From an optimization exercise on the open Yosys and OpenROAD flow, aimed at small area, a short achievable clock period and few clock cycles; shortcuts taken in it are not production practice.
Where RTL was checked, it was by simulation tests only, not by an equivalence proof against the original.
No functional check of the RTL was part of runs 2 to 6.
Power is estimated from default activity; no workload was simulated.

File: flow/config.mk
export PLATFORM = sky130hd
export DESIGN_NAME = tag_value_order_message_parser
export DESIGN_NICKNAME = tag_value_order_message_parser
export VERILOG_FILES = /design/flow/design.v
export SDC_FILE = /design/flow/constraint.sdc
export NUM_CORES = 4
export LEC_CHECK = 0
export CAP_MARGIN = 20
export CORE_MARGIN = 2
export CORE_UTILIZATION = 40
export SLEW_MARGIN = 20
File: flow/constraint.sdc
create_clock -name core_clock -period 6.0 [get_ports {clk_i}]
set_input_delay 1.2000 -clock core_clock [delete_from_list [all_inputs] [get_ports {clk_i}]]
set_output_delay 1.2000 -clock core_clock [all_outputs]
set_load 0.01 [all_outputs]
File: flow/design.v
`timescale 1ns / 1ps
package tvo_pkg;
  localparam logic [7:0] SEP_RESET = 8'h7C;
  localparam logic [7:0] CHAR_EQUALS = 8'h3D;
  localparam logic [7:0] CHAR_SPACE  = 8'h20;
  localparam logic [7:0] CHAR_TAB    = 8'h09;
  localparam logic [7:0] CHAR_CR     = 8'h0D;
  localparam logic [7:0] CHAR_PLUS   = 8'h2B;
  localparam logic [7:0] CHAR_MINUS  = 8'h2D;
  localparam logic [3:0] KS_EMPTY = 4'd0;
  localparam logic [3:0] KS_1     = 4'd1;
  localparam logic [3:0] KS_5     = 4'd2;
  localparam logic [3:0] KS_3     = 4'd3;
  localparam logic [3:0] KS_4     = 4'd4;
  localparam logic [3:0] KS_OTHER = 4'd5;
  localparam logic [3:0] KS_11    = 4'd8;
  localparam logic [3:0] KS_55    = 4'd9;
  localparam logic [3:0] KS_54    = 4'd10;
  localparam logic [3:0] KS_38    = 4'd11;
  localparam logic [3:0] KS_40    = 4'd12;
  localparam logic [3:0] KS_44    = 4'd13;
  localparam logic [1:0] PH_SPACE  = 2'd0;
  localparam logic [1:0] PH_SIGN   = 2'd1;
  localparam logic [1:0] PH_DIGITS = 2'd2;
  localparam logic [1:0] PH_STOP   = 2'd3;
  localparam logic [1:0] STATUS_OK       = 2'd0;
  localparam logic [1:0] STATUS_BAD_NUM  = 2'd1;
  localparam logic [1:0] STATUS_TOO_LONG = 2'd2;
  typedef struct packed {
    logic [1:0]  piece_count;
    logic        last_eq;
    logic [3:0]  key;
    logic [3:0]  val_len;
    logic [1:0]  phase;
    logic        neg;
    logic        num_err;
    logic [63:0] buf_q;
  } field_t;
  localparam field_t FIELD_CLEAR = '0;
endpackage
`timescale 1ns / 1ps
module tag_value_order_message_parser #(
  parameter int unsigned INSTRUMENT_BYTES = 8
) (
  input  logic        clk_i,
  input  logic        rst_ni,
  input  logic        cfg_valid_i,
  input  logic [7:0]  cfg_field_separator_i,
  output logic        cfg_ready_o,
  input  logic        in_valid_i,
  input  logic [7:0]  in_data_byte_i,
  input  logic        in_is_last_i,
  output logic        in_ready_o,
  output logic        out_valid_o,
  input  logic        out_ready_i,
  output logic [6:0]  out_present_mask_o,
  output logic [31:0] out_order_id_o,
  output logic [31:0] out_client_id_o,
  output logic [31:0] out_side_code_o,
  output logic [31:0] out_order_quantity_o,
  output logic [31:0] out_order_kind_o,
  output logic [31:0] out_limit_price_o,
  output logic [63:0] out_instrument_text_o,
  output logic [3:0]  out_instrument_length_o,
  output logic [1:0]  out_status_o
);
  logic [7:0]  sep_q;
  logic        in_v_q;
  logic [7:0]  byte_q;
  logic        last_q;
  tvo_pkg::field_t      fld_q;
  tvo_pkg::field_t      base;
  tvo_pkg::field_t      fld_d;
  logic        fresh_q;
  logic        pend_q;
  logic        emit_q;
  logic        advance;
  logic        is_sep;
  logic        is_eq;
  logic        is_digit;
  logic        is_space;
  logic        key_55;
  logic        key_num;
  logic [4:0]  digit_add;
  logic [31:0] acc_next;
  logic        acc_ovf;
  assign cfg_ready_o = 1'b1;
  always_ff @(posedge clk_i or negedge rst_ni) begin
    if (!rst_ni) begin
      sep_q <= tvo_pkg::SEP_RESET;
    end else if (cfg_valid_i) begin
      sep_q <= cfg_field_separator_i;
    end
  end
  logic out_v_q;
  assign advance    = !(pend_q && out_v_q);
  assign in_ready_o = advance;
  always_ff @(posedge clk_i or negedge rst_ni) begin
    if (!rst_ni) begin
      in_v_q <= 1'b0;
    end else if (advance) begin
      in_v_q <= in_valid_i;
    end
  end
  always_ff @(posedge clk_i) begin
    if (advance) begin
      byte_q <= in_data_byte_i;
      last_q <= in_is_last_i;
    end
  end
  assign is_sep   = (byte_q == sep_q);
  assign is_eq    = (byte_q == tvo_pkg::CHAR_EQUALS);
  assign is_digit = (byte_q[7:4] == 4'h3) && (byte_q[3:0] <= 4'd9);
  assign is_space = (byte_q == tvo_pkg::CHAR_SPACE) || ((byte_q >= tvo_pkg::CHAR_TAB) && (byte_q <= tvo_pkg::CHAR_CR));
  assign base = fresh_q ? tvo_pkg::FIELD_CLEAR : fld_q;
  assign key_55  = (base.key == tvo_pkg::KS_55);
  assign key_num = (base.key == tvo_pkg::KS_1) || (base.key == tvo_pkg::KS_11) || (base.key == tvo_pkg::KS_54) ||
                   (base.key == tvo_pkg::KS_38) || (base.key == tvo_pkg::KS_40) || (base.key == tvo_pkg::KS_44);
  assign digit_add = {1'b0, byte_q[3:0]} + (base.neg ? 5'd9 : 5'd0);
  assign acc_next  = {base.buf_q[28:0], 3'b000} + {base.buf_q[30:0], 1'b0} + {27'd0, digit_add};
  assign acc_ovf   = !base.buf_q[31] &&
                     ((base.buf_q[30:0] > 31'd214748364) ||
                      ((base.buf_q[30:0] == 31'd214748364) && (digit_add >= 5'd8)) ||
                      ((base.buf_q[30:0] == 31'd214748363) && (digit_add == 5'd18)));
  always_comb begin
    fld_d = base;
    if (is_eq) begin
      if (base.piece_count != 2'd3) begin
        fld_d.piece_count = base.piece_count + 2'd1;
      end
      fld_d.last_eq = 1'b1;
    end else begin
      fld_d.last_eq = 1'b0;
      if (base.piece_count == 2'd0) begin
        unique case (base.key)
          tvo_pkg::KS_EMPTY: begin
            unique case (byte_q)
              8'h31:   fld_d.key = tvo_pkg::KS_1;
              8'h35:   fld_d.key = tvo_pkg::KS_5;
              8'h33:   fld_d.key = tvo_pkg::KS_3;
              8'h34:   fld_d.key = tvo_pkg::KS_4;
              default: fld_d.key = tvo_pkg::KS_OTHER;
            endcase
          end
          tvo_pkg::KS_1:    fld_d.key = (byte_q == 8'h31) ? tvo_pkg::KS_11 : tvo_pkg::KS_OTHER;
          tvo_pkg::KS_5:    fld_d.key = (byte_q == 8'h35) ? tvo_pkg::KS_55 :
                               (byte_q == 8'h34) ? tvo_pkg::KS_54 : tvo_pkg::KS_OTHER;
          tvo_pkg::KS_3:    fld_d.key = (byte_q == 8'h38) ? tvo_pkg::KS_38 : tvo_pkg::KS_OTHER;
          tvo_pkg::KS_4:    fld_d.key = (byte_q == 8'h30) ? tvo_pkg::KS_40 :
                               (byte_q == 8'h34) ? tvo_pkg::KS_44 : tvo_pkg::KS_OTHER;
          default: fld_d.key = tvo_pkg::KS_OTHER;
        endcase
      end else if (base.piece_count == 2'd1) begin
        if (base.val_len != 4'd15) begin
          fld_d.val_len = base.val_len + 4'd1;
        end
        if (key_55) begin
          for (int i = 0; i < INSTRUMENT_BYTES; i++) begin
            if (base.val_len == 4'(i)) begin
              fld_d.buf_q[i*8 +: 8] = byte_q;
            end
          end
        end
        if (key_num && (base.phase != tvo_pkg::PH_STOP)) begin
          if (is_digit) begin
            if (acc_ovf) begin
              fld_d.num_err = 1'b1;
              fld_d.phase   = tvo_pkg::PH_STOP;
            end else begin
              fld_d.buf_q[31:0] = acc_next;
              fld_d.phase       = tvo_pkg::PH_DIGITS;
            end
          end else if ((base.phase == tvo_pkg::PH_SPACE) && is_space) begin
            fld_d.phase = tvo_pkg::PH_SPACE;
          end else if ((base.phase == tvo_pkg::PH_SPACE) &&
                       ((byte_q == tvo_pkg::CHAR_PLUS) || (byte_q == tvo_pkg::CHAR_MINUS))) begin
            fld_d.neg   = (byte_q == tvo_pkg::CHAR_MINUS);
            fld_d.buf_q[31:0] = (byte_q == tvo_pkg::CHAR_MINUS) ? 32'hFFFF_FFFF : 32'd0;
            fld_d.phase = tvo_pkg::PH_SIGN;
          end else begin
            if (base.phase != tvo_pkg::PH_DIGITS) begin
              fld_d.num_err = 1'b1;
            end
            fld_d.phase = tvo_pkg::PH_STOP;
          end
        end
      end
    end
  end
  always_ff @(posedge clk_i) begin
    if (advance && in_v_q) begin
      fld_q  <= is_sep ? base : fld_d;
      emit_q <= last_q;
    end
  end
  always_ff @(posedge clk_i or negedge rst_ni) begin
    if (!rst_ni) begin
      fresh_q <= 1'b1;
      pend_q  <= 1'b0;
    end else if (advance) begin
      if (in_v_q) begin
        fresh_q <= is_sep || last_q;
        pend_q  <= is_sep || last_q;
      end else begin
        pend_q  <= 1'b0;
      end
    end
  end
  logic        close;
  logic        take;
  logic        clr_q;
  logic        clear;
  logic        hasval;
  logic        taken;
  logic        num_bad;
  logic        wr_instr;
  logic        err_long;
  logic [5:0]  wr_num;
  logic        err_num;
  logic [31:0] num_val;
  logic [5:0][31:0] vals_q;
  logic [63:0] instr_q;
  logic [3:0]  ilen_q;
  logic [6:0]  mask_q;
  logic [1:0]  status_q;
  logic [6:0]  mask_set;
  assign close = pend_q && !out_v_q;
  assign take  = out_v_q && out_ready_i;
  assign clear = take || clr_q;
  assign hasval  = (fld_q.val_len != 4'd0);
  assign taken   = hasval && (((fld_q.piece_count == 2'd1) && !fld_q.last_eq) ||
                              ((fld_q.piece_count == 2'd2) && fld_q.last_eq));
  assign num_bad = fld_q.num_err || (fld_q.phase == tvo_pkg::PH_SPACE) || (fld_q.phase == tvo_pkg::PH_SIGN);
  assign num_val = fld_q.buf_q[31:0] ^ {32{fld_q.neg}};
  logic [5:0] key_slot;
  assign key_slot = {fld_q.key == tvo_pkg::KS_44, fld_q.key == tvo_pkg::KS_40, fld_q.key == tvo_pkg::KS_38,
                     fld_q.key == tvo_pkg::KS_54, fld_q.key == tvo_pkg::KS_1,  fld_q.key == tvo_pkg::KS_11};
  assign wr_instr = close && taken && (fld_q.key == tvo_pkg::KS_55) &&
                    (fld_q.val_len <= 4'(INSTRUMENT_BYTES));
  assign err_long = close && taken && (fld_q.key == tvo_pkg::KS_55) &&
                    (fld_q.val_len > 4'(INSTRUMENT_BYTES));
  assign wr_num   = (close && taken && !num_bad) ? key_slot : 6'd0;
  assign err_num  = close && taken && num_bad && (key_slot != 6'd0);
  assign mask_set = {wr_num[5], wr_num[4], wr_num[3], wr_num[2], wr_instr, wr_num[1], wr_num[0]};
  always_ff @(posedge clk_i or negedge rst_ni) begin
    if (!rst_ni) begin
      clr_q   <= 1'b1;
      out_v_q <= 1'b0;
    end else begin
      clr_q <= 1'b0;
      if (take) begin
        out_v_q <= 1'b0;
      end else if (close && emit_q) begin
        out_v_q <= 1'b1;
      end
    end
  end
  always_ff @(posedge clk_i) begin
    if (clear) begin
      mask_q   <= '0;
      status_q <= tvo_pkg::STATUS_OK;
    end else begin
      mask_q <= mask_q | mask_set;
      if (status_q == tvo_pkg::STATUS_OK) begin
        if (err_num) begin
          status_q <= tvo_pkg::STATUS_BAD_NUM;
        end else if (err_long) begin
          status_q <= tvo_pkg::STATUS_TOO_LONG;
        end
      end
    end
  end
  always_ff @(posedge clk_i) begin
    if (clear) begin
      instr_q <= '0;
      ilen_q  <= '0;
    end else if (wr_instr) begin
      instr_q <= fld_q.buf_q;
      ilen_q  <= fld_q.val_len;
    end
  end
  for (genvar s = 0; s < 6; s++) begin : g_slot
    always_ff @(posedge clk_i) begin
      if (clear) begin
        vals_q[s] <= '0;
      end else if (wr_num[s]) begin
        vals_q[s] <= num_val;
      end
    end
  end
  assign out_valid_o             = out_v_q;
  assign out_present_mask_o      = mask_q;
  assign out_order_id_o          = vals_q[0];
  assign out_client_id_o         = vals_q[1];
  assign out_side_code_o         = vals_q[2];
  assign out_order_quantity_o    = vals_q[3];
  assign out_order_kind_o        = vals_q[4];
  assign out_limit_price_o       = vals_q[5];
  assign out_instrument_text_o   = instr_q;
  assign out_instrument_length_o = ilen_q;
  assign out_status_o            = status_q;
endmodule
File: flow/run.sh
#!/bin/bash
# synth_recipe.tcl (not shown) runs the flow's synth.tcl, then flattens the netlist and writes it again
# the make line also repeats each setting of config.mk as NAME=value (left out here)
make -C /OpenROAD-flow-scripts/flow DESIGN_CONFIG=/design/flow/config.mk WORK_HOME=/design/flow/orfs CLKGATE_MAP_FILE= SYNTH_SCRIPT=/design/flow/synth_recipe.tcl finish
==> run_results.csv, run 1 <==
group,metric,value,unit
status,run_status,"timing/DRC/antenna clean",
synth,synth.top_cells.by_count,"269 x dfxtp_1, 268 x nor2_1, 212 x nand2_1",
clock_network,post-cts-setup-buffer-count,0,
global_route,initial_antenna_violation_count,0,
critical_path,cp_num_buf_inv,2,
drt,detail-route-antenna-nets,0,
synth,async_reset_ff_share,3.50,%
job,max-cap-violations,0,
pwr,pwr_per_cell_area,312,nW/µm²
synth,synth_most_common_cell,"dfxtp_1",
floorplan,x_dimension_of_the_die,213,µm
clock_network,ctsRootBufferMaster,"clkbuf_16",
pwr,power_frac_seq,42.5,%
synth,ys_seq_elements,371,
drt,drt_pre_antenna_iters,7,
critical_path,criticalPathCategory,"flop to flop",
clock_network,cts_made_buffers,41,
critical_path,worst_ep_arrival_time,5.66,ns
global_route,grtUsageTotal,24.4,%
sta,hold_violations,0,
sta,tns,0,ns
layout,syn_to_final_growth,27.0,%
drt,drt_drc_violations_left,0,
critical_path,worstSetupEndpointType,"flop",
sta,slew_of_the_pin_with_the_lowest_slew_margin,0.983,ns
clock_network,clock_tree.buffer_depth,3,
sta,max_freq,187,MHz
pwr,switching_share,31.9,%
place,io_buffers,292,
synth,synth_area_per_cell,9.03,µm²
layout,drive_gt1_share,6.20,%
global_route,grt_pass1_vias,14100,
clock_network,cts_num_sinks,371,
clock_network,cts-resized-gates,0,
sta,slew_headroom,34.0,%
synth,yosys.area.top_type,"dfxtp_1",
clock_network,post_cts_hold_buffer_count,0,
critical_path,critical_path.top_delay_family,"compound AO/OA/AOI/OAI gates",
drt,drtIter0Drc,1456,
place,gp_congestion,0.924,
layout,post-route-util,51.5,%
sta,finalMaxSlewViolations,0,
clock_network,insertion_delay,0.57,ns
drt,routed_wire_length,56600,µm
critical_path,largest_incremental_delay_on_the_critical_path,0.86,ns
sta,skew,0.0225,ns
drt,routedWlPerCell,20.5,µm
layout,num-nets-final,2237,
critical_path,worst-path-max-fanout,22,
synth,post_synth_main_area_contributors,"dfxtp_1 31%, edfxtp_1 15%, a211oi_1 9.0%",
pwr,comb_pwr_share,21.0,%
synth,synth_top_cell_area_share,30.8,%
sta,setup_violations,0,
floorplan,std_cell_rows,76,
global_route,grt_start_max_net_pins,139,
critical_path,worstPathRequired,6.32,ns
worst_hold_path,hold_path_class,"flop to flop",
pwr,power_switching,2.21,mW
synth,post_synth_num_cell_types,76,
floorplan,floorplan.core_area,43100,µm²
layout,layout.filler_cells,4094,
synth,synth_ff_type,"dfxtp_1",
pwr,ir_drop,219,µV
synth,synth_cells,1936,
critical_path,critPathLaunchType,"flop",
place,detailed_place_hpwl,39800,µm
clock_network,clock_tree_from_tritoncts,"yes",
synth,mappedNetlistNets,2025,
pwr,post-layout-total-power,6.93,mW
sta,fin_crit,5.34,ns
sta,rsz_0062_raised_after_global_routing,"no",
drt,vias_per_cell,5.57,
drt,num_vias,15400,
global_route,global_route.overflow_total,0,
sta,final_min_period_over_clock_period,89.0,%
synth,yosys_warnings,1,
critical_path,cp_cell_sequence,"nor2b_1 -> ha_1 -> nand3_1 -> xor2_1 -> inv_1 -> fa_1 -> ha_1 -> a211oi_1 -> o21ai_0 -> a21boi_0 -> buf_4 -> o21ai_0 -> a221oi_1 -> o21bai_1 -> a311oi_1 -> xnor2_1 -> o31a_1",
floorplan,initial_core_util,40.6,%
synth,edff_count_synth,89,
pwr,clock_share_of_power,36.5,%
floorplan,dieArea,45400,µm²
synth,synth-seq-area-share,48.0,%
clock_network,cts.htree.levels,2,
sta,worst_hold_slack,0.452,ns
pwr,cell_internal_pwr,4.72,mW
floorplan,dieHeight,213,µm
global_route,wire_length_of_the_first_global_routing_pass,86000,µm
floorplan,ioPinCount,294,
clock_network,clkTransAtPathRegs,0.06,ns
pwr,standby_leakage_power,7.74,nW
critical_path,worst_path_cell_with_the_longest_stage_delay,"dfstp_2",
synth,syn_area,17500,µm²
layout,antenna_cells_inserted,0,
## power groups by stage
stage          clock [mW]  combinational [mW]  sequential, mW
2_1_floorplan           0                1.03            2.89
3_3_place_gp            0                1.42            2.99
3_5_place_dp            0                1.43            3.00
4_1_cts              2.59                1.44            2.94
5_1_grt              2.68                1.60            2.96
6_report             2.53                1.46            2.95
## final timing paths
| check | from | end | slack [ns] | cells after the start |
|---|---|---|---|---|
| setup / recovery | fresh_q | fld_q[25] | 0.66 | 17 |
| hold / removal | instr_q[49] | instr_q[49] | 0.45 | 2 |
| setup reg to reg | fresh_q | fld_q[25] | 0.66 | 17 |
| hold reg to reg | instr_q[49] | instr_q[49] | 0.45 | 2 |
| max in group asynchronous | rst_ni | sep_q[7] | 4.60 | 1 |
| min in group asynchronous | rst_ni | sep_q[0] | 1.01 | 1 |
## final cells by class
cell class | count | area (µm²) | area share [%]
multi-input cells | 1384 | 8460 | 38.1
flip-flops and latches | 371 | 8390 | 37.8
repair buffers | 319 | 3140 | 14.1
clock buffers | 61 | 1250 | 5.65
well taps | 585 | 732 | 3.30
clock inverters | 11 | 116 | 0.524
inverters | 31 | 116 | 0.524
## cell usage in the layout, fill, tap and decap left out, types with 12 or more instances in the layout
| cell | instances |
|---|---|
| ha_1 | 64 |
| buf_4 | 26 |
| a211oi_1 | 210 |
| a21oi_1 | 134 |
| nor2b_1 | 37 |
| edfxtp_1 | 89 |
| nor2_1 | 266 |
| dfxtp_1 | 269 |
| nor3_1 | 21 |
| a21o_1 | 20 |
| mux2_2 | 12 |
| xnor2_1 | 51 |
| a31oi_1 | 17 |
| nand3_1 | 43 |
| nand2_1 | 211 |
| clkdlybuf4s50_1 | 292 |
| mux2i_1 | 14 |
| o22ai_1 | 23 |
| clkbuf_16 | 43 |
| nand4_1 | 12 |
| o21ai_0 | 77 |
| inv_1 | 30 |
| xor2_1 | 20 |
## logic make-up (layout without fill, tap and decap cells)
family / after synthesis / count (layout) / synth area share, %
and+or+nand+nor: 650 / 650 / 16.2
AOI/OAI and AO/OA: 567 / 567 / 21.6
DFF: 371 / 371 / 48.0
buffers and inverters: 181 / 422 / 4.01
xor gates and xnor gates: 71 / 71 / 3.56
adders and majority gates: 68 / 68 / 4.98
muxes: 26 / 26 / 1.57
other: 2 / 2 / 0.0430
## layer usage
metal / global-route usage, % / share of wire, % / up-vias
met1: 35.3 / 47 / 7317
met3: 4.57 / 7.1 / 90
met4: 7.09 / 2.6 / 0
li1: - / - / 7411
met2: 37.0 / 44 / 560
met5: 0 / 0 / -
## registers in the layout, indices dropped and copies added (netlist names)
signal    cells
byte_q        8
clr_q         1
emit_q        1
fld_q        79
fresh_q       1
ilen_q        4
in_v_q        1
instr_q      64
last_q        1
mask_q        7
out_v_q       1
pend_q        1
sep_q         8
status_q      2
vals_q      192
## worst min-delay path, delay by kind of cell (launching register included)
kind	cells	cell delay, ns
AND/OR/NAND/NOR	1	0.05
flip-flops	1	0.30
AO/OA/AOI/OAI	1	0.05
## through the flow
step | cell area [µm²] | instances | setup slack [ns]
after floorplan | 17500 | 1936 | 0.463
after global placement | 20800 | 2690 | 0.877
after detailed placement | 20800 | 2690 | 0.749
after global routing | 22200 | 2762 | 0.321
final | 22200 | 2762 | 0.657
after CTS | 22200 | 2762 | 0.725
Testbench counts, summed over its fixed seeds: cycles 68,500.
==> run 2, diff against run 1 <==
--- a/flow/design.v
+++ b/flow/design.v
@@ -95,3 +95,4 @@
   logic out_v_q;
-  assign advance    = !(pend_q && out_v_q);
+  logic clr_q;
+  assign advance    = !(pend_q && (out_v_q || clr_q));
   assign in_ready_o = advance;
@@ -115,13 +116,17 @@
   assign base = fresh_q ? tvo_pkg::FIELD_CLEAR : fld_q;
-  assign key_55  = (base.key == tvo_pkg::KS_55);
-  assign key_num = (base.key == tvo_pkg::KS_1) || (base.key == tvo_pkg::KS_11) || (base.key == tvo_pkg::KS_54) ||
-                   (base.key == tvo_pkg::KS_38) || (base.key == tvo_pkg::KS_40) || (base.key == tvo_pkg::KS_44);
-  assign digit_add = {1'b0, byte_q[3:0]} + (base.neg ? 5'd9 : 5'd0);
-  assign acc_next  = {base.buf_q[28:0], 3'b000} + {base.buf_q[30:0], 1'b0} + {27'd0, digit_add};
-  assign acc_ovf   = !base.buf_q[31] &&
-                     ((base.buf_q[30:0] > 31'd214748364) ||
-                      ((base.buf_q[30:0] == 31'd214748364) && (digit_add >= 5'd8)) ||
-                      ((base.buf_q[30:0] == 31'd214748363) && (digit_add == 5'd18)));
+  logic in_value;
+  assign in_value = !fresh_q && (fld_q.piece_count == 2'd1) && !is_eq;
+  assign key_55  = (fld_q.key == tvo_pkg::KS_55);
+  assign key_num = (fld_q.key == tvo_pkg::KS_1) || (fld_q.key == tvo_pkg::KS_11) ||
+                   (fld_q.key == tvo_pkg::KS_54) || (fld_q.key == tvo_pkg::KS_38) ||
+                   (fld_q.key == tvo_pkg::KS_40) || (fld_q.key == tvo_pkg::KS_44);
+  assign digit_add = {1'b0, byte_q[3:0]} + (fld_q.neg ? 5'd9 : 5'd0);
+  assign acc_next  = {fld_q.buf_q[28:0], 3'b000} + {fld_q.buf_q[30:0], 1'b0} + {27'd0, digit_add};
+  assign acc_ovf   = !fld_q.buf_q[31] &&
+                     ((fld_q.buf_q[30:0] > 31'd214748364) ||
+                      ((fld_q.buf_q[30:0] == 31'd214748364) && (digit_add >= 5'd8)) ||
+                      ((fld_q.buf_q[30:0] == 31'd214748363) && (digit_add == 5'd18)));
   always_comb begin
     fld_d = base;
+    fld_d.buf_q = fresh_q ? 64'd0 : fld_q.buf_q;
     if (is_eq) begin
@@ -152,35 +157,36 @@
         endcase
-      end else if (base.piece_count == 2'd1) begin
-        if (base.val_len != 4'd15) begin
-          fld_d.val_len = base.val_len + 4'd1;
-        end
-        if (key_55) begin
-          for (int i = 0; i < INSTRUMENT_BYTES; i++) begin
-            if (base.val_len == 4'(i)) begin
-              fld_d.buf_q[i*8 +: 8] = byte_q;
-            end
+      end
+    end
+    if (in_value) begin
+      if (fld_q.val_len != 4'd15) begin
+        fld_d.val_len = fld_q.val_len + 4'd1;
+      end
+      if (key_55) begin
+        for (int i = 0; i < INSTRUMENT_BYTES; i++) begin
+          if (fld_q.val_len == 4'(i)) begin
+            fld_d.buf_q[i*8 +: 8] = byte_q;
           end
         end
-        if (key_num && (base.phase != tvo_pkg::PH_STOP)) begin
-          if (is_digit) begin
-            if (acc_ovf) begin
-              fld_d.num_err = 1'b1;
-              fld_d.phase   = tvo_pkg::PH_STOP;
-            end else begin
-              fld_d.buf_q[31:0] = acc_next;
-              fld_d.phase       = tvo_pkg::PH_DIGITS;
-            end
-          end else if ((base.phase == tvo_pkg::PH_SPACE) && is_space) begin
-            fld_d.phase = tvo_pkg::PH_SPACE;
-          end else if ((base.phase == tvo_pkg::PH_SPACE) &&
-                       ((byte_q == tvo_pkg::CHAR_PLUS) || (byte_q == tvo_pkg::CHAR_MINUS))) begin
-            fld_d.neg   = (byte_q == tvo_pkg::CHAR_MINUS);
-            fld_d.buf_q[31:0] = (byte_q == tvo_pkg::CHAR_MINUS) ? 32'hFFFF_FFFF : 32'd0;
-            fld_d.phase = tvo_pkg::PH_SIGN;
+      end
+      if (key_num && (fld_q.phase != tvo_pkg::PH_STOP)) begin
+        if (is_digit) begin
+          if (acc_ovf) begin
+            fld_d.num_err = 1'b1;
+            fld_d.phase   = tvo_pkg::PH_STOP;
           end else begin
-            if (base.phase != tvo_pkg::PH_DIGITS) begin
-              fld_d.num_err = 1'b1;
-            end
-            fld_d.phase = tvo_pkg::PH_STOP;
+            fld_d.buf_q[31:0] = acc_next;
+            fld_d.phase       = tvo_pkg::PH_DIGITS;
+          end
+        end else if ((fld_q.phase == tvo_pkg::PH_SPACE) && is_space) begin
+          fld_d.phase = tvo_pkg::PH_SPACE;
+        end else if ((fld_q.phase == tvo_pkg::PH_SPACE) &&
+                     ((byte_q == tvo_pkg::CHAR_PLUS) || (byte_q == tvo_pkg::CHAR_MINUS))) begin
+          fld_d.neg         = (byte_q == tvo_pkg::CHAR_MINUS);
+          fld_d.buf_q[31:0] = (byte_q == tvo_pkg::CHAR_MINUS) ? 32'hFFFF_FFFF : 32'd0;
+          fld_d.phase       = tvo_pkg::PH_SIGN;
+        end else begin
+          if (fld_q.phase != tvo_pkg::PH_DIGITS) begin
+            fld_d.num_err = 1'b1;
           end
+          fld_d.phase = tvo_pkg::PH_STOP;
         end
@@ -210,4 +216,2 @@
   logic        take;
-  logic        clr_q;
-  logic        clear;
   logic        hasval;
@@ -226,5 +230,4 @@
   logic [6:0]  mask_set;
-  assign close = pend_q && !out_v_q;
+  assign close = pend_q && !out_v_q && !clr_q;
   assign take  = out_v_q && out_ready_i;
-  assign clear = take || clr_q;
   assign hasval  = (fld_q.val_len != 4'd0);
@@ -249,3 +252,3 @@
     end else begin
-      clr_q <= 1'b0;
+      clr_q <= take;
       if (take) begin
@@ -258,3 +261,3 @@
   always_ff @(posedge clk_i) begin
-    if (clear) begin
+    if (clr_q) begin
       mask_q   <= '0;
@@ -273,3 +276,3 @@
   always_ff @(posedge clk_i) begin
-    if (clear) begin
+    if (clr_q) begin
       instr_q <= '0;
@@ -283,3 +286,3 @@
     always_ff @(posedge clk_i) begin
-      if (clear) begin
+      if (clr_q) begin
         vals_q[s] <= '0;
==> run 2 against run 1 <==
Effect of this change: sequential power up 29%; cell count up 0.91%; design area about the same; largest cell class unchanged.
==> run_results.csv, run 2 <==
group,metric,value,unit
global_route,grtUsageTotal,24.9,%
critical_path,worstPathRequired,6.32,ns
layout,mostFrequentLayoutCell,"nor2_1",
drt,detail-route-antenna-nets,0,
worst_hold_path,hold_path_class,"flop to flop",
synth,edff_count_synth,89,
synth,mappedNetlistNets,2055,
synth,yosys.area.top_type,"dfxtp_1",
critical_path,critPathLaunchType,"flop",
floorplan,ioPinCount,294,
drt,routedWlPerCell,20.7,µm
sta,setup_violations,0,
critical_path,critPathLaunch,"byte_q[0]",
critical_path,ff2ff_setup_slack,1.42,ns
synth,synth_area_per_cell,8.89,µm²
layout,drive_gt1_share,6.18,%
layout,reg.largest.list,"vals_q (192), fld_q (79), instr_q (64)",
place,gp_congestion,0.929,
sta,slew_headroom,26.2,%
drt,vias_per_cell,5.52,
layout,syn_to_final_growth,27.0,%
layout,layout.filler_cells,4028,
global_route,grt_start_max_net_pins,105,
synth,async_reset_ff_share,3.50,%
critical_path,r2r_end,"fld_q[30]",
place,detailed_place_hpwl,39900,µm
floorplan,std_cell_rows,76,
sta,rsz_0062_raised_after_global_routing,"no",
global_route,initial_antenna_violation_count,0,
drt,drt_pre_antenna_iters,5,
clock_network,cts-resized-gates,0,
clock_network,cts.htree.levels,2,
synth,synth_top_cell_area_share,30.8,%
clock_network,clock_tree_from_tritoncts,"yes",
layout,antenna_cells_inserted,0,
layout,largest_register_ff_count,192,
place,io_buffers,292,
sta,max_freq,218,MHz
critical_path,worstSetupEndpointType,"flop",
sta,worst_hold_slack,0.453,ns
sta,fin_crit,4.58,ns
critical_path,worst_ep_arrival_time,4.90,ns
place,postPlaceCellArea,20800,µm²
synth,post_synth_num_cell_types,78,
clock_network,clkTransAtPathRegs,0.06,ns
synth,post_synth_main_area_contributors,"dfxtp_1 31%, edfxtp_1 15%, a211oi_1 8.6%",
sta,finalMaxSlewViolations,0,
synth,ys_seq_elements,371,
clock_network,ctsRootBufferMaster,"clkbuf_16",
global_route,wire_length_of_the_first_global_routing_pass,87200,µm
global_route,grt_pass1_vias,14600,
floorplan,floorplan.core_area,43100,µm²
place,pre_cts_ws,1.46,ns
clock_network,post-cts-setup-buffer-count,0,
synth,synth-seq-area-share,48.0,%
floorplan,dieArea,45400,µm²
clock_network,cts_num_sinks,371,
critical_path,cp_cell_sequence,"buf_4 -> ha_1 -> nand3_1 -> xnor2_1 -> inv_1 -> fa_1 -> fa_1 -> nor2b_1 -> o2111ai_1 -> nand2_1 -> a31oi_1 -> o31ai_1 -> a31oi_1 -> o211ai_1 -> xnor2_1 -> a2bb2oi_1",
synth,synth_ff_type,"dfxtp_1",
synth,synth_most_common_cell,"nor2_1",
synth,yosys_warnings,1,
synth,syn_area,17500,µm²
critical_path,reg2regPathDepth,16,
synth,synth.top_cells.by_count,"322 x nor2_1, 269 x dfxtp_1, 225 x nand2_1",
sta,final_min_period_over_clock_period,76.4,%
critical_path,timing.rr.start,"byte_q[0]",
critical_path,worst_path_cell_with_the_longest_stage_delay,"o31ai_1",
synth,synth_cells,1966,
layout,num-nets-final,2263,
floorplan,dieHeight,213,µm
layout,stdcell_area,22200,µm²
sta,hold_violations,0,
layout,post-route-util,51.6,%
sta,tns,0,ns
layout,max_flop_register,"vals_q",
floorplan,initial_core_util,40.6,%
pwr,standby_leakage_power,7.67,nW
floorplan,x_dimension_of_the_die,213,µm
global_route,global_route.overflow_total,0,
critical_path,worst-path-max-fanout,24,
clock_network,post_cts_hold_buffer_count,0,
sta,skew,0.0144,ns
sta,final_critical_path_setup_slack,1.42,ns
drt,routed_wire_length,57700,µm
layout,mostFrequentLayoutCells,"320 x nor2_1, 292 x clkdlybuf4s50_1, 269 x dfxtp_1, 225 x nand2_1, 201 x a211oi_1",
drt,num_vias,15400,
pwr,pwr_per_cell_area,512,nW/µm²
critical_path,largest_incremental_delay_on_the_critical_path,0.64,ns
sta,slew_of_the_pin_with_the_lowest_slew_margin,1.11,ns
critical_path,criticalPathCategory,"flop to flop",
pwr,ir_drop,279,µV
drt,drt_drc_violations_left,0,
status,run_status,"timing/DRC/antenna clean",
clock_network,clock_tree.buffer_depth,3,
clock_network,cts_made_buffers,42,
drt,drtIter0Drc,1228,
job,max-cap-violations,0,
clock_network,insertion_delay,0.57,ns
critical_path,timing.critical_path.to,"fld_q[30]",
==> run 2: cell count changes after synthesis, moves of 9 or more <==
| cell | before | now |
|---|---|---|
| clkbuf_1 | 133 | 144 |
| nor2_1 | 268 | 322 |
| nand3_1 | 43 | 22 |
| nand2_1 | 212 | 225 |
| nor3b_1 | 4 | 46 |
| mux2i_1 | 14 | 3 |
| o22ai_1 | 23 | 9 |
| nor2b_1 | 37 | 6 |
| a21oi_1 | 135 | 174 |
| a211oi_1 | 210 | 201 |
| xor2_1 | 20 | 8 |
| xnor2_1 | 51 | 61 |
| o21ai_0 | 77 | 52 |
==> run 2: worst max-delay path: cells and delay by family (launching register included) <==
kind | cells | cell delay (ns)
DFF | 1 | 0.32
adders and majority gates | 3 | 1.20
and+or+nand+nor | 3 | 0.45
buffers and inverters | 2 | 0.41
xor gates and xnor gates | 2 | 0.41
AOI/OAI and AO/OA | 6 | 1.55
==> run 2: through the flow <==
step / instances / total power, mW
3_3_place_gp: 2715 / 8.74
6_report: 2787 / 11.4
3_5_place_dp: 2715 / 8.78
4_1_cts: 2787 / 11.4
5_1_grt: 2787 / 12.1
2_1_floorplan: 1966 / 7.05
==> run 2: final cells by class <==
cell class                      count  area [µm²]  area share, %
Inverter                           23        86.3          0.389
Clock buffer                       62        1240           5.58
Tap cell                          585         732           3.30
Multi-Input combinational cell   1418        8510           38.3
Timing Repair Buffer              318        3120           14.0
Sequential cell                   371        8400           37.8
Clock inverter                     10         121          0.547
==> run 2: worst min-delay path by stage <==
stage                   to         from  cells after the start
3_5_place_dp   instr_q[15]  instr_q[15]                      2
3_3_place_gp   instr_q[21]  instr_q[21]                      2
4_1_cts        instr_q[15]  instr_q[15]                      2
2_1_floorplan       emit_q       last_q                      0
5_1_grt        instr_q[29]  instr_q[29]                      2
6_report        instr_q[0]   instr_q[0]                      2
==> run 2: metal layers <==
layer | vias to the layer above | wire [µm] | global-route usage [%]
met5 | - | 0 | 0.334
met4 | 0 | 1750 | 8.66
met3 | 101 | 4430 | 5.96
met2 | 546 | 24600 | 37.2
met1 | 7284 | 26900 | 35.1
li1 | 7455 | - | -
==> run 2: cells by family (layout without fill, tap and decap cells) <==
group	Yosys count	count (layout)	share of synthesized area, %
muxes	13	13	0.816
other	1	1	0.0214
xor gates and xnor gates	69	69	3.46
and+or+nand+nor	721	721	18.3
AOI/OAI and AO/OA	547	547	20.6
buffers and inverters	177	413	3.83
DFF	371	371	48.0
adders and majority gates	67	67	4.92
==> run 2: power breakdown <==
group	internal, mW	leakage, nW	switching (mW)
logic	1.91	3.79	3.07
clock network	1.52	0.669	1.05
registers	3.15	3.21	0.665
total	6.58	7.67	4.79
==> run 3, diff against run 2 <==
--- a/flow/config.mk
+++ b/flow/config.mk
@@ -10,2 +10,3 @@
 export CORE_UTILIZATION = 40
+export SETUP_SLACK_MARGIN = 3.5
 export SLEW_MARGIN = 20
==> run 3 against run 2 <==
Effect of this change: sequential power down 4%; synthesized cell count unchanged; design area up 7.3%; routed wire length rose by 13%; cell count up 4.1%; sequential share of layout area shrank 2.6 points; critical path depth unchanged; die area unchanged; non-clock buffer count rose by 106; core utilization is 3.7 points higher; largest cell class unchanged; power grew 11%; critical endpoint unchanged.
==> run_results.csv, run 3 <==
group,metric,value,unit
synth,synth_fa_ha_area_share,4.92,%
synth,edff_count_synth,89,
synth,synth_ff_type,"dfxtp_1",
synth,ys_seq_elements,371,
layout,mostFrequentLayoutCell,"nor2_1",
synth,post_synth_main_area_contributors,"dfxtp_1 31%, edfxtp_1 15%, a211oi_1 8.6%",
sta,worst_hold_slack,0.450,ns
synth,synth-seq-area-share,48.0,%
sta,tns,0,ns
synth,yosys_warnings,1,
place,postPlaceCellArea,21000,µm²
sta,hold_violations,0,
critical_path,r2r_end,"fld_q[30]",
critical_path,critPathLaunchType,"flop",
drt,num_vias,16500,
synth,synthSimpleGateAreaFrac,18.3,%
drt,routed_wire_length,65400,µm
critical_path,worstSetupEndpointType,"flop",
sta,finalMaxSlewViolations,0,
synth,synth_top_family_by_area,"compound AO/OA/AOI/OAI gates",
layout,stdcell_area,23800,µm²
layout,mostFrequentLayoutCells,"308 x nor2_1, 268 x dfxtp_1, 267 x dlygate4sd2_1, 221 x nand2_1, 197 x a211oi_1",
clock_network,insertion_delay,0.57,ns
floorplan,ioPinCount,294,
sta,final_min_period_over_clock_period,64.4,%
critical_path,timing.critical_path.to,"fld_q[30]",
sta,max_freq,259,MHz
sta,slew_headroom,18.4,%
clock_network,clkTransAtPathRegs,0.06,ns
sta,slew_of_the_pin_with_the_lowest_slew_margin,1.22,ns
critical_path,ff2ff_setup_slack,2.14,ns
worst_hold_path,hold_path_class,"flop to flop",
critical_path,worst-path-max-fanout,3,
pwr,power_switching,5.44,mW
pwr,cell_internal_pwr,7.16,mW
layout,reg.largest.list,"vals_q (192), fld_q (79), instr_q (64)",
sta,rsz_0062_raised_after_global_routing,"yes",
synth,syn_area,17500,µm²
critical_path,reg2regPathDepth,16,
place,io_buffers,292,
global_route,grtUsageTotal,27.4,%
layout,syn_to_final_growth,36.2,%
critical_path,critPathLaunch,"fld_q[65]",
synth,yosys.area.top_type,"dfxtp_1",
sta,skew,0.0229,ns
synth,mappedNetlistNets,2055,
synth,synth_most_common_cell,"nor2_1",
sta,fin_crit,3.86,ns
drt,drt_pre_antenna_iters,6,
drt,drt_drc_violations_left,0,
sta,setup_violations,0,
drt,vias_per_cell,5.68,
synth,async_reset_ff_share,3.50,%
global_route,initial_antenna_violation_count,1,
layout,largest_register_ff_count,192,
layout,drive_gt1_share,15.0,%
pwr,clock_share_of_power,19.7,%
place,detailed_place_hpwl,40000,µm
synth,synth_cells,1966,
status,run_status,"timing/DRC/antenna clean",
floorplan,floorplan.core_area,43100,µm²
floorplan,std_cell_rows,76,
critical_path,worst_ep_arrival_time,4.17,ns
layout,max_flop_register,"vals_q",
critical_path,timing.rr.start,"fld_q[65]",
synth,mux_contribution_to_synthesized_area,0.816,%
clock_network,clock_tree_from_tritoncts,"yes",
layout,num-nets-final,2375,
drt,routedWlPerCell,22.5,µm
pwr,switching_share,43.2,%
drt,detail-route-antenna-nets,0,
clock_network,clock_tree.buffer_depth,3,
pwr,pwr_per_cell_area,529,nW/µm²
synth,synth.top_cells.by_count,"322 x nor2_1, 269 x dfxtp_1, 225 x nand2_1",
global_route,wire_length_of_the_first_global_routing_pass,94800,µm
clock_network,ctsRootBufferMaster,"clkbuf_16",
drt,drtIter0Drc,1734,
layout,antenna_cells_inserted,0,
synth,yosys.area_share.xor_xnor,3.46,%
pwr,ir_drop,329,µV
clock_network,cts_num_sinks,371,
synth,synth_compound_area_share,20.6,%
clock_network,post_cts_hold_buffer_count,0,
place,gp_congestion,0.942,
pwr,post-layout-total-power,12.6,mW
global_route,global_route.overflow_total,0,
floorplan,dieHeight,213,µm
pwr,power_frac_seq,29.0,%
pwr,standby_leakage_power,9.74,nW
critical_path,worstPathRequired,6.30,ns
critical_path,criticalPathCategory,"flop to flop",
global_route,grt_start_max_net_pins,229,
pwr,comb_pwr_share,51.4,%
layout,post-route-util,55.3,%
synth,post_synth_num_cell_types,78,
global_route,grt_pass1_vias,15200,
floorplan,initial_core_util,40.6,%
synth,synth_area_per_cell,8.89,µm²
floorplan,dieArea,45400,µm²
clock_network,cts_made_buffers,41,
job,max-cap-violations,0,
clock_network,cts.htree.levels,2,
floorplan,x_dimension_of_the_die,213,µm
synth,synth_top_cell_area_share,30.8,%
run 3: cell counts after synthesis:
Identical to the previous run, type by type.
run 3: kinds of logic (layout without fill, tap and decap cells):
group / Yosys count / in the layout
flip-flops: 371 / 371
other: 1 / 1
buffers and inverters: 177 / 521
AO/OA/AOI/OAI: 547 / 550
adder cells (fa/ha/maj): 67 / 67
XOR/XNOR: 69 / 69
AND/OR/NAND/NOR: 721 / 725
multiplexers: 13 / 13
run 3: repair_timing:
action	4_1_cts	5_1_grt
cloned	13	4
buffers inserted	62	37
hold endpoints to repair	0	0
gates resized for setup	382	76
setup endpoints to repair	682	404
pin swaps	55	60
run 3: worst min path at each step:
stage	startpoint	endpoint	cells past startpoint
2_1_floorplan	last_q	emit_q	0
3_3_place_gp	instr_q[60]	instr_q[60]	2
4_1_cts	instr_q[11]	instr_q[11]	2
6_report	instr_q[38]	instr_q[38]	2
5_1_grt	instr_q[54]	instr_q[54]	2
3_5_place_dp	instr_q[11]	instr_q[11]	2
run 3: critical path, cell delays in order (launching register included):
cell and delay, ns:
edfxtp_1 0.44, buf_12 0.16, ha_4 0.29, xnor2_4 0.13, inv_2 0.05, fa_1 0.45, buf_4 0.16, fa_2 0.41
nor2b_4 0.14, o2111ai_2 0.12, nand2_2 0.15, a31oi_4 0.12, o31ai_4 0.32, a31oi_2 0.18, o211ai_1 0.23, xnor2_1 0.17
a2bb2oi_2 0.08
run 3: metal layers:
metal	part of all wire, %	vias to the layer above	track usage (%)
li1	-	7719	-
met1	44	7890	39.1
met2	45	740	42.4
met3	7.9	132	4.77
met4	3.0	2	8.25
met5	0.020	-	0
run 3: area by class of cell:
cell class	count	area (µm²)
multi-input cells	1425	9280
repair buffers	424	4020
clock buffers	62	1230
clock inverters	12	73.8
fillers	3974	19300
inverters	23	87.6
flip-flops and latches	371	8400
well taps	585	732
run 3: metrics by stage:
step,setup slack [ns],std cells
2_1_floorplan,2.34,1966
3_3_place_gp,1.58,2712
3_5_place_dp,1.43,2712
4_1_cts,1.99,2861
5_1_grt,2.03,2902
6_report,2.14,2902
run 3: power groups by stage:
stage | registers (mW) | clock network (mW) | logic [mW]
after floorplan | 3.57 | 0 | 3.70
after global placement | 3.78 | 0 | 5.17
after detailed placement | 3.80 | 0 | 5.21
after CTS | 3.68 | 2.52 | 5.86
after global routing | 3.71 | 2.62 | 6.93
final | 3.65 | 2.48 | 6.47
==> run 4, diff against run 3 <==
--- a/flow/design.v
+++ b/flow/design.v
@@ -69,2 +69,3 @@
   logic [7:0]  byte_q;
+  logic [4:0]  dig9_q;
   logic        last_q;
@@ -108,2 +109,3 @@
       byte_q <= in_data_byte_i;
+      dig9_q <= {1'b0, in_data_byte_i[3:0]} + 5'd9;
       last_q <= in_is_last_i;
@@ -122,4 +124,15 @@
                    (fld_q.key == tvo_pkg::KS_40) || (fld_q.key == tvo_pkg::KS_44);
-  assign digit_add = {1'b0, byte_q[3:0]} + (fld_q.neg ? 5'd9 : 5'd0);
-  assign acc_next  = {fld_q.buf_q[28:0], 3'b000} + {fld_q.buf_q[30:0], 1'b0} + {27'd0, digit_add};
+  logic [31:0] acc_x;
+  logic [31:0] acc_y;
+  logic [31:0] acc_z;
+  logic [31:0] acc_s;
+  logic [31:0] acc_k;
+  assign digit_add = fld_q.neg ? dig9_q : {1'b0, byte_q[3:0]};
+  assign acc_x     = {fld_q.buf_q[28:0], 3'b000};
+  assign acc_y     = {fld_q.buf_q[30:0], 1'b0};
+  assign acc_z     = {27'd0, digit_add};
+  assign acc_s     = acc_x ^ acc_y ^ acc_z;
+  assign acc_k     = {(acc_x[30:0] & acc_y[30:0]) | (acc_x[30:0] & acc_z[30:0]) |
+                      (acc_y[30:0] & acc_z[30:0]), 1'b0};
+  assign acc_next  = acc_s + acc_k;
   assign acc_ovf   = !fld_q.buf_q[31] &&
@@ -172,2 +185,3 @@
         if (is_digit) begin
+          fld_d.buf_q[31:0] = acc_next;
           if (acc_ovf) begin
@@ -176,4 +190,3 @@
           end else begin
-            fld_d.buf_q[31:0] = acc_next;
-            fld_d.phase       = tvo_pkg::PH_DIGITS;
+            fld_d.phase   = tvo_pkg::PH_DIGITS;
           end
==> run 4 against run 3 <==
Effect of this change: die area rose by 2.8%; power rose by 0.34%; clock skew rose by 0.0028 ns; synthesized cell count rose by 0.25%; sequential power rose by 2%; first-iteration DRC count rose by 9.3%; critical path depth fell by 1; global-route usage rose by 0.74 points; routed wire length rose by 9.3%; setup slack improved by 0.17 ns; via count rose by 5.3%; cell count rose by 2.2%.
==> run_results.csv, run 4 <==
group,metric,value,unit
status,run_status,"timing/DRC/antenna clean",
sta,rsz_0062_raised_after_global_routing,"yes",
synth,synth-seq-area-share,47.5,%
synth,post_synth_main_area_contributors,"dfxtp_1 30%, edfxtp_1 16%, a211oi_1 9.0%",
synth,post_synth_num_cell_types,93,
clock_network,cts_num_sinks,376,
sta,final_min_period_over_clock_period,61.6,%
global_route,grt_start_max_net_pins,99,
drt,vias_per_cell,5.85,
floorplan,initial_core_util,40.6,%
synth,mappedNetlistNets,2058,
synth,async_reset_ff_share,3.46,%
layout,mostFrequentLayoutCell,"nor2_1",
synth,syn_area,18000,µm²
sta,slew_headroom,30.8,%
floorplan,dieHeight,216,µm
pwr,clock_share_of_power,19.8,%
layout,mostFrequentLayoutCells,"280 x nor2_1, 267 x dfxtp_1, 264 x dlygate4sd2_1, 204 x nand2_1, 175 x a211oi_1",
critical_path,criticalPathCategory,"flop to flop",
sta,hold_violations,0,
drt,drt_drc_violations_left,0,
layout,antenna_cells_inserted,0,
layout,stdcell_area,25200,µm²
global_route,grtUsageTotal,28.2,%
sta,max_freq,271,MHz
clock_network,clkTransAtPathRegs,0.07,ns
synth,synth_area_per_cell,9.12,µm²
floorplan,std_cell_rows,77,
layout,reg.largest.list,"vals_q (192), fld_q (79), instr_q (64)",
floorplan,floorplan.core_area,44300,µm²
pwr,power_frac_seq,29.3,%
drt,routedWlPerCell,24.1,µm
sta,slew_of_the_pin_with_the_lowest_slew_margin,1.03,ns
place,postPlaceCellArea,21200,µm²
critical_path,critPathLaunchType,"flop",
synth,yosys.area.top_type,"dfxtp_1",
pwr,cell_internal_pwr,7.18,mW
critical_path,worstPathRequired,6.32,ns
synth,synth.top_cells.by_count,"291 x nor2_1, 269 x dfxtp_1, 216 x a211oi_1, 216 x nand2_1, 171 x a21oi_1",
floorplan,dieArea,46700,µm²
critical_path,worst-path-max-fanout,4,
layout,max_flop_register,"vals_q",
clock_network,post_cts_hold_buffer_count,0,
job,max-cap-violations,0,
layout,syn_to_final_growth,40.3,%
clock_network,clock_tree.buffer_depth,3,
synth,synth_ff_type,"dfxtp_1",
global_route,wire_length_of_the_first_global_routing_pass,102000,µm
layout,num-nets-final,2431,
pwr,power_switching,5.46,mW
synth,synth_top_cell_area_share,30.0,%
layout,drive_gt1_share,20.7,%
layout,post-route-util,56.9,%
pwr,ir_drop,315,µV
global_route,initial_antenna_violation_count,0,
worst_hold_path,hold_path_class,"flop to flop",
drt,num_vias,17300,
drt,drt_pre_antenna_iters,5,
sta,finalMaxSlewViolations,0,
drt,detail-route-antenna-nets,0,
sta,skew,0.0257,ns
pwr,pwr_per_cell_area,501,nW/µm²
critical_path,worst_ep_arrival_time,4.01,ns
layout,largest_register_ff_count,192,
sta,tns,0,ns
clock_network,cts_made_buffers,41,
drt,drtIter0Drc,1895,
synth,synth_most_common_cell,"nor2_1",
sta,setup_violations,0,
pwr,switching_share,43.2,%
pwr,comb_pwr_share,50.9,%
synth,edff_count_synth,94,
floorplan,x_dimension_of_the_die,216,µm
synth,synth_cells,1971,
synth,ys_seq_elements,376,
sta,fin_crit,3.70,ns
floorplan,ioPinCount,294,
place,detailed_place_hpwl,40900,µm
place,io_buffers,292,
pwr,post-layout-total-power,12.6,mW
global_route,global_route.overflow_total,0,
clock_network,cts.htree.levels,2,
critical_path,worstSetupEndpointType,"flop",
clock_network,clock_tree_from_tritoncts,"yes",
layout,layout.filler_cells,3917,
global_route,grt_pass1_vias,16200,
pwr,standby_leakage_power,10.4,nW
clock_network,insertion_delay,0.58,ns
synth,yosys_warnings,1,
clock_network,ctsRootBufferMaster,"clkbuf_16",
place,gp_congestion,0.884,
drt,routed_wire_length,71500,µm
run 4: cell count changes in the layout (fill, tap and decap cells not counted), sizes merged, moves of 6 or more:
| cell | previous run | this run |
|---|---|---|
| buf | 125 | 172 |
| nor2 | 324 | 297 |
| a211oi | 201 | 218 |
| mux2i | 3 | 13 |
| nor2b | 6 | 16 |
| o21ai | 55 | 65 |
| o221ai | 9 | 0 |
| xnor2 | 61 | 52 |
| a31oi | 14 | 7 |
| nand2 | 225 | 218 |
| inv | 25 | 19 |
| nand3 | 22 | 16 |
run 4: worst paths after layout:
path	from	to	slack [ns]	cells after the start
setup / recovery	fld_q[65]	fld_q[20]	2.30	15
min in group asynchronous	rst_ni	sep_q[1]	1.00	1
max in group asynchronous	rst_ni	out_v_q	4.60	1
hold reg to reg	instr_q[58]	instr_q[58]	0.45	2
hold / removal	instr_q[58]	instr_q[58]	0.45	2
setup reg to reg	fld_q[65]	fld_q[20]	2.30	15
run 4: power by group through the flow:
stage | clock (mW) | sequential (mW) | combinational, mW
3_3_place_gp | 0 | 3.90 | 4.74
5_1_grt | 2.62 | 3.75 | 6.86
3_5_place_dp | 0 | 3.91 | 4.78
6_report | 2.50 | 3.71 | 6.43
2_1_floorplan | 0 | 3.59 | 3.49
4_1_cts | 2.51 | 3.68 | 5.65
run 4: final cells by class:
| cell class | instances | area, µm² | share of cell area (%) |
|---|---|---|---|
| multi-input cells | 1430 | 9810 | 38.9 |
| flip-flops and latches | 376 | 8550 | 33.9 |
| repair buffers | 477 | 4750 | 18.9 |
| clock buffers | 57 | 1180 | 4.68 |
| well taps | 592 | 741 | 2.94 |
| clock inverters | 15 | 113 | 0.447 |
| inverters | 18 | 70.1 | 0.278 |
run 4: critical path, stage by stage, from the launching register on:
cell,delay [ns]
edfxtp_1,0.47
buf_6,0.17
buf_12,0.11
mux2_4,0.32
ha_4,0.17
ha_4,0.17
inv_4,0.05
fa_2,0.21
nor2b_2,0.05
o31a_1,0.31
a21o_1,0.23
o21a_1,0.24
or3_1,0.40
xor2_1,0.16
a221oi_1,0.29
nor3_1,0.09
run 4: metal layers:
| layer | routed length (µm) | vias up | part of all wire, % | track usage, % |
|---|---|---|---|---|
| met5 | 0 | - | 0 | 0 |
| met4 | 2070 | 0 | 2.9 | 7.17 |
| met3 | 6350 | 138 | 8.9 | 5.24 |
| met2 | 32500 | 901 | 45 | 44.6 |
| met1 | 30600 | 8439 | 43 | 39.6 |
| li1 | - | 7871 | - | - |
run 4: kinds of logic after synthesis:
family	after synthesis	synth area share, %
other	1	0.0209
xor gates and xnor gates	65	3.17
DFF	376	47.5
and+or+nand+nor	695	17.7
adders and majority gates	65	4.65
buffers and inverters	176	4.59
muxes	26	1.54
AOI/OAI and AO/OA	567	20.8
run 4: per-stage QoR:
| stage | hold WS (ns) | setup WS (ns) | instances |
|---|---|---|---|
| global placement | 0.443 | 1.94 | 2715 |
| CTS | 0.453 | 2.41 | 2902 |
| detailed placement | 0.448 | 1.89 | 2716 |
| finish | 0.452 | 2.30 | 2965 |
| global route | 0.468 | 2.25 | 2965 |
| floorplan | 0.439 | 2.71 | 1971 |
run 4: repair_timing:
action / in CTS / in global routing
endpoints found under the setup margin: 683 / 360
gates cloned: 15 / 17
resized for setup: 424 / 168
pin swaps: 69 / 64
setup buffers: 99 / 46
==> run 5, diff against run 4 <==
--- a/flow/config.mk
+++ b/flow/config.mk
@@ -9,4 +9,4 @@
 export CORE_MARGIN = 2
-export CORE_UTILIZATION = 40
-export SETUP_SLACK_MARGIN = 3.5
+export CORE_UTILIZATION = 60
+export SETUP_SLACK_MARGIN = 4.0
 export SLEW_MARGIN = 20
==> run 5 against run 4 <==
Effect of this change: the flow now stops in 4_1_cts; synthesized area unchanged; synthesized cell count unchanged.
==> run_results.csv, run 5 <==
group,metric,value,unit
floorplan,ioPinCount,294,
status,error_line,"[ERROR DPL-0038] Utilization greater than 100%, impossible to legalize",
floorplan,std_cell_rows,63,
clock_network,post-cts-setup-buffer-count,384,
synth,synth.top_cells.by_count,"291 x nor2_1, 269 x dfxtp_1, 216 x a211oi_1, 216 x nand2_1, 171 x a21oi_1",
synth,synth_area_per_cell,9.12,µm²
synth,async_reset_ff_share,3.46,%
synth,post_synth_main_area_contributors,"dfxtp_1 30%, edfxtp_1 16%, a211oi_1 9.0%",
floorplan,initial_core_util,60.8,%
synth,ys_seq_elements,376,
status,run_status,"did not finish",
place,io_buffers,292,
synth,yosys_warnings,1,
clock_network,cts_num_sinks,376,
synth,mappedNetlistNets,2058,
clock_network,ctsRootBufferMaster,"clkbuf_16",
place,gp_congestion,0.951,
floorplan,dieHeight,177,µm
clock_network,cts_made_buffers,40,
synth,post_synth_num_cell_types,93,
clock_network,post_cts_hold_buffer_count,0,
clock_network,cts.htree.levels,2,
place,numPlacedInstances,2508,
synth,synth-seq-area-share,47.5,%
clock_network,clock_tree.buffer_depth,3,
synth,yosys.area.top_type,"dfxtp_1",
clock_network,cts-resized-gates,2307,
synth,synth_most_common_cell,"nor2_1",
synth,edff_count_synth,94,
place,postPlaceCellArea,21700,µm²
synth,syn_area,18000,µm²
place,pre_cts_ws,1.99,ns
synth,synth_cells,1971,
floorplan,x_dimension_of_the_die,177,µm
status,stop_stage,"4_1_cts",
place,detailed_place_hpwl,38900,µm
synth,synth_ff_type,"dfxtp_1",
synth,synth_top_cell_area_share,30.0,%
## run 5: cell counts after synthesis
No cell type changed its count.
## run 5: worst max-delay path by stage
stage	start	cells past startpoint	to	slack, ns
floorplan	byte_q[3]	12	fld_q[27]	2.71
global placement	byte_q[3]	12	fld_q[30]	2.04
detailed placement	byte_q[3]	12	fld_q[30]	1.99
## run 5: logic make-up after synthesis
family	after synthesis	share of synthesized area, %
AO/OA/AOI/OAI	567	20.8
XOR/XNOR	65	3.17
adder cells (fa/ha/maj)	65	4.65
buffers and inverters	176	4.59
flip-flops	376	47.5
multiplexers	26	1.54
other	1	0.0209
AND/OR/NAND/NOR	695	17.7
## run 5: power by group through the flow
stage               Sequential (mW)  Combinational [mW]  Clock [mW]
floorplan                      3.61                3.64           0
global placement               3.95                4.72           0
detailed placement             3.97                4.81           0
==> run 6, diff against run 5 <==
--- a/flow/design.v
+++ b/flow/design.v
@@ -69,3 +69,4 @@
   logic [7:0]  byte_q;
-  logic [4:0]  dig9_q;
+  logic [4:0]  dig_q;
+  logic        neg_next;
   logic        last_q;
@@ -109,3 +110,3 @@
       byte_q <= in_data_byte_i;
-      dig9_q <= {1'b0, in_data_byte_i[3:0]} + 5'd9;
+      dig_q  <= {1'b0, in_data_byte_i[3:0]} + (neg_next ? 5'd9 : 5'd0);
       last_q <= in_is_last_i;
@@ -124,2 +125,3 @@
                    (fld_q.key == tvo_pkg::KS_40) || (fld_q.key == tvo_pkg::KS_44);
+  assign neg_next = in_v_q ? fld_d.neg : fld_q.neg;
   logic [31:0] acc_x;
@@ -129,3 +131,3 @@
   logic [31:0] acc_k;
-  assign digit_add = fld_q.neg ? dig9_q : {1'b0, byte_q[3:0]};
+  assign digit_add = dig_q;
   assign acc_x     = {fld_q.buf_q[28:0], 3'b000};
--- a/flow/config.mk
+++ b/flow/config.mk
@@ -9,4 +9,4 @@
 export CORE_MARGIN = 2
-export CORE_UTILIZATION = 60
-export SETUP_SLACK_MARGIN = 4.0
+export CORE_UTILIZATION = 40
+export SETUP_SLACK_MARGIN = 3.5
 export SLEW_MARGIN = 20
==> run 6 against run 5 <==
Effect of this change: the run now finishes clean; synthesized cell count fell by 0.96%; synthesized area is 2.7% lower.
==> run_results.csv, run 6 <==
group,metric,value,unit
status,run_status,"timing/DRC/antenna clean",
drt,routedWlPerCell,23.1,µm
pwr,ir_drop,255,µV
synth,synth-seq-area-share,48.8,%
global_route,grtUsageTotal,28.6,%
drt,detail-route-antenna-nets,0,
clock_network,clkTransAtPathRegs,0.06,ns
sta,max_freq,292,MHz
critical_path,worst_ep_arrival_time,3.84,ns
drt,met1_length,28500,µm
pwr,standby_leakage_power,10.1,nW
sta,skew,0.0246,ns
critical_path,critPathMostFrequentCell,"a21oi_4",
sta,slew_headroom,27.6,%
sta,rsz_0062_raised_after_global_routing,"yes",
pwr,pwr_per_cell_area,521,nW/µm²
global_route,wire_length_of_the_first_global_routing_pass,98400,µm
synth,edff_count_synth,94,
place,postPlaceCellArea,20900,µm²
layout,largest_register_ff_count,192,
critical_path,worstPathRequired,6.41,ns
place,io_buffers,292,
drt,vias_per_cell,5.73,
drt,met3WireLength,5970,µm
drt,num_vias,16900,
synth,ys_seq_elements,376,
critical_path,critPathLaunchType,"flop",
sta,hold_violations,0,
layout,drive_gt1_share,19.0,%
critical_path,critPathLaunch,"dig_q[4]",
global_route,grt_pass1_vias,15700,
floorplan,std_cell_rows,76,
critical_path,largest_incremental_delay_on_the_critical_path,0.52,ns
clock_network,cts_made_buffers,43,
sta,setup_violations,0,
critical_path,timing.rr.start,"dig_q[4]",
floorplan,dieArea,45400,µm²
sta,final_critical_path_setup_slack,2.57,ns
synth,post_synth_num_cell_types,85,
drt,drt_pre_antenna_iters,6,
clock_network,insertion_delay,0.59,ns
floorplan,dieHeight,213,µm
critical_path,cp_cell_sequence,"fa_2 -> ha_4 -> a21oi_4 -> o211ai_1 -> a21oi_2 -> buf_4 -> buf_6 -> a21oi_4 -> o21ai_2 -> xor2_1 -> o311a_1 -> a211oi_2",
synth,synth_top_cell_area_share,30.8,%
floorplan,floorplan.core_area,43200,µm²
layout,mostFrequentLayoutCell,"nor2_1",
synth,synth_most_common_cell,"nor2_1",
critical_path,worst-path-max-fanout,4,
synth,async_reset_ff_share,3.46,%
sta,finalMaxSlewViolations,0,
worst_hold_path,hold_start,"mask_q[5]",
global_route,global_route.overflow_total,0,
synth,yosys.area.top_type,"dfxtp_1",
synth,synth_cells,1952,
layout,max_flop_register,"vals_q",
synth,synth_area_per_cell,8.96,µm²
layout,antenna_cells_inserted,0,
synth,post_synth_main_area_contributors,"dfxtp_1 31%, edfxtp_1 16%, a211oi_1 7.3%",
critical_path,worst_path_cell_with_the_longest_stage_delay,"fa_2",
floorplan,initial_core_util,40.5,%
place,gp_congestion,0.964,
place,pre_cts_ws,2.24,ns
critical_path,worstSetupEndpointType,"flop",
sta,final_min_period_over_clock_period,57.1,%
drt,highest-signal-layer,"met4",
layout,num-nets-final,2409,
synth,synth_ff_type,"dfxtp_1",
sta,tns,0,ns
clock_network,ctsRootBufferMaster,"clkbuf_16",
synth,synth.top_cells.by_count,"290 x nor2_1, 269 x dfxtp_1, 245 x nand2_1",
drt,drtIter0Drc,1935,
layout,mostFrequentLayoutCells,"283 x nor2_1, 267 x dfxtp_1, 263 x dlygate4sd2_1, 234 x nand2_1, 183 x a21oi_1",
global_route,grt_start_max_net_pins,110,
layout,stdcell_area,24500,µm²
sta,worst_hold_slack,0.448,ns
worst_hold_path,hold_path_class,"flop to flop",
synth,yosys_warnings,1,
drt,routed_wl_met2,31000,µm
floorplan,ioPinCount,294,
drt,routed_wire_length,67900,µm
job,max-cap-violations,0,
clock_network,clock_tree.buffer_depth,3,
layout,syn_to_final_growth,39.9,%
clock_network,clock_tree_from_tritoncts,"yes",
floorplan,x_dimension_of_the_die,213,µm
place,detailed_place_hpwl,40600,µm
sta,fin_crit,3.43,ns
drt,drt_drc_violations_left,0,
sta,slew_of_the_pin_with_the_lowest_slew_margin,1.08,ns
synth,mappedNetlistNets,2041,
global_route,initial_antenna_violation_count,0,
clock_network,cts.htree.levels,2,
synth,syn_area,17500,µm²
layout,reg.largest.list,"vals_q (192), fld_q (79), instr_q (64)",
critical_path,criticalPathCategory,"flop to flop",
clock_network,cts_num_sinks,376,
## run 6: layout make-up
| class | count | area (µm²) |
|---|---|---|
| Tap cell | 585 | 732 |
| Multi-Input combinational cell | 1415 | 9420 |
| Sequential cell | 376 | 8550 |
| Clock inverter | 21 | 166 |
| Timing Repair Buffer | 463 | 4290 |
| Inverter | 21 | 81.3 |
| Clock buffer | 59 | 1250 |
| Fill cell | 3933 | 18700 |
## run 6: timing repair
item / 4_1_cts / 5_1_grt
buffers inserted: 107 / 39
pin swaps: 53 / 49
resized for setup: 397 / 102
gates cloned: 10 / 3
endpoints found under the setup margin: 688 / 367
hold buffers: 0 / 0
## run 6: cells by family (layout without fill, tap and decap cells)
logic type | Yosys count | in the layout | share of synthesized area, %
DFF | 376 | 376 | 48.8
and+or+nand+nor | 702 | 707 | 17.5
muxes | 15 | 15 | 0.937
buffers and inverters | 168 | 564 | 3.88
xor gates and xnor gates | 67 | 67 | 3.35
adders and majority gates | 67 | 67 | 4.92
AOI/OAI and AO/OA | 556 | 558 | 20.6
other | 1 | 1 | 0.0214
## run 6: routing by layer
layer	up-vias	global-route usage [%]
met3	148	4.85
li1	7736	-
met1	8146	39.0
met5	-	0
met2	827	45.7
met4	0	10.3
## run 6: final timing paths
check	depth (start not counted)	end	slack [ns]
max	12	fld_q[18]	2.57
min	2	mask_q[5]	0.45
max reg2reg	12	fld_q[18]	2.57
min reg2reg	2	mask_q[5]	0.45
max in group asynchronous	1	out_v_q	4.59
min in group asynchronous	1	sep_q[1]	1.00
## run 6: per-stage QoR
step | cells | total power [mW] | util (%)
2_1_floorplan | 1952 | 6.83 | -
3_3_place_gp | 2701 | 8.54 | 48.5
3_5_place_dp | 2701 | 8.56 | 48.5
4_1_cts | 2898 | 12.1 | 54.8
5_1_grt | 2940 | 13.3 | 56.7
6_report | 2940 | 12.8 | 56.7
## run 6: report_power, final
| part | leakage [nW] | internal, mW | total, mW | switching (mW) |
|---|---|---|---|---|
| Sequential | 3.26 | 3.18 | 3.66 | 0.478 |
| Combinational | 6.15 | 2.64 | 6.47 | 3.84 |
| Clock | 0.698 | 1.51 | 2.62 | 1.11 |
| Total | 10.1 | 7.33 | 12.8 | 5.43 |
## run 6: worst max-delay path: cells and delay by family (launching register included)
kind	cells	cell delay (ns)
AO/OA/AOI/OAI	7	1.45
adder cells (fa/ha/maj)	2	0.85
flip-flops	1	0.51
buffers and inverters	2	0.28
XOR/XNOR	1	0.17

-- static timing again, ports no longer ideal --
Ports are ideal in the flow. The routed layouts listed here were re-timed in OpenROAD. Step 1, drivers: a clkbuf_16 drives clk_i and a buf_2 each remaining input, both assumed. Step 2 also shifts input and output timing later by t, the mid clock arrival at the registers, as if the neighbouring blocks saw the same clock. Slacks: ideal ports / drivers / drivers and shift; pairs: ideal ports / drivers.
run	t, ns	slack for setup (ns)	latest minus earliest clock arrival (ns)	worst slew at a driven data input, ns
run 1	0.613	0.657 / 0.657 / 0.657	0.023 / 0.023	0.04
run 2	0.617	1.418 / 1.418 / 1.418	0.014 / 0.015	0.05
run 3	0.615	2.136 / 2.136 / 2.136	0.023 / 0.023	0.06
run 4	0.627	2.304 / 2.304 / 2.304	0.026 / 0.026	0.05
run 6	0.637	2.572 / 2.572 / 2.572	0.025 / 0.025	0.03
After both steps setup and hold are still met in every run listed.
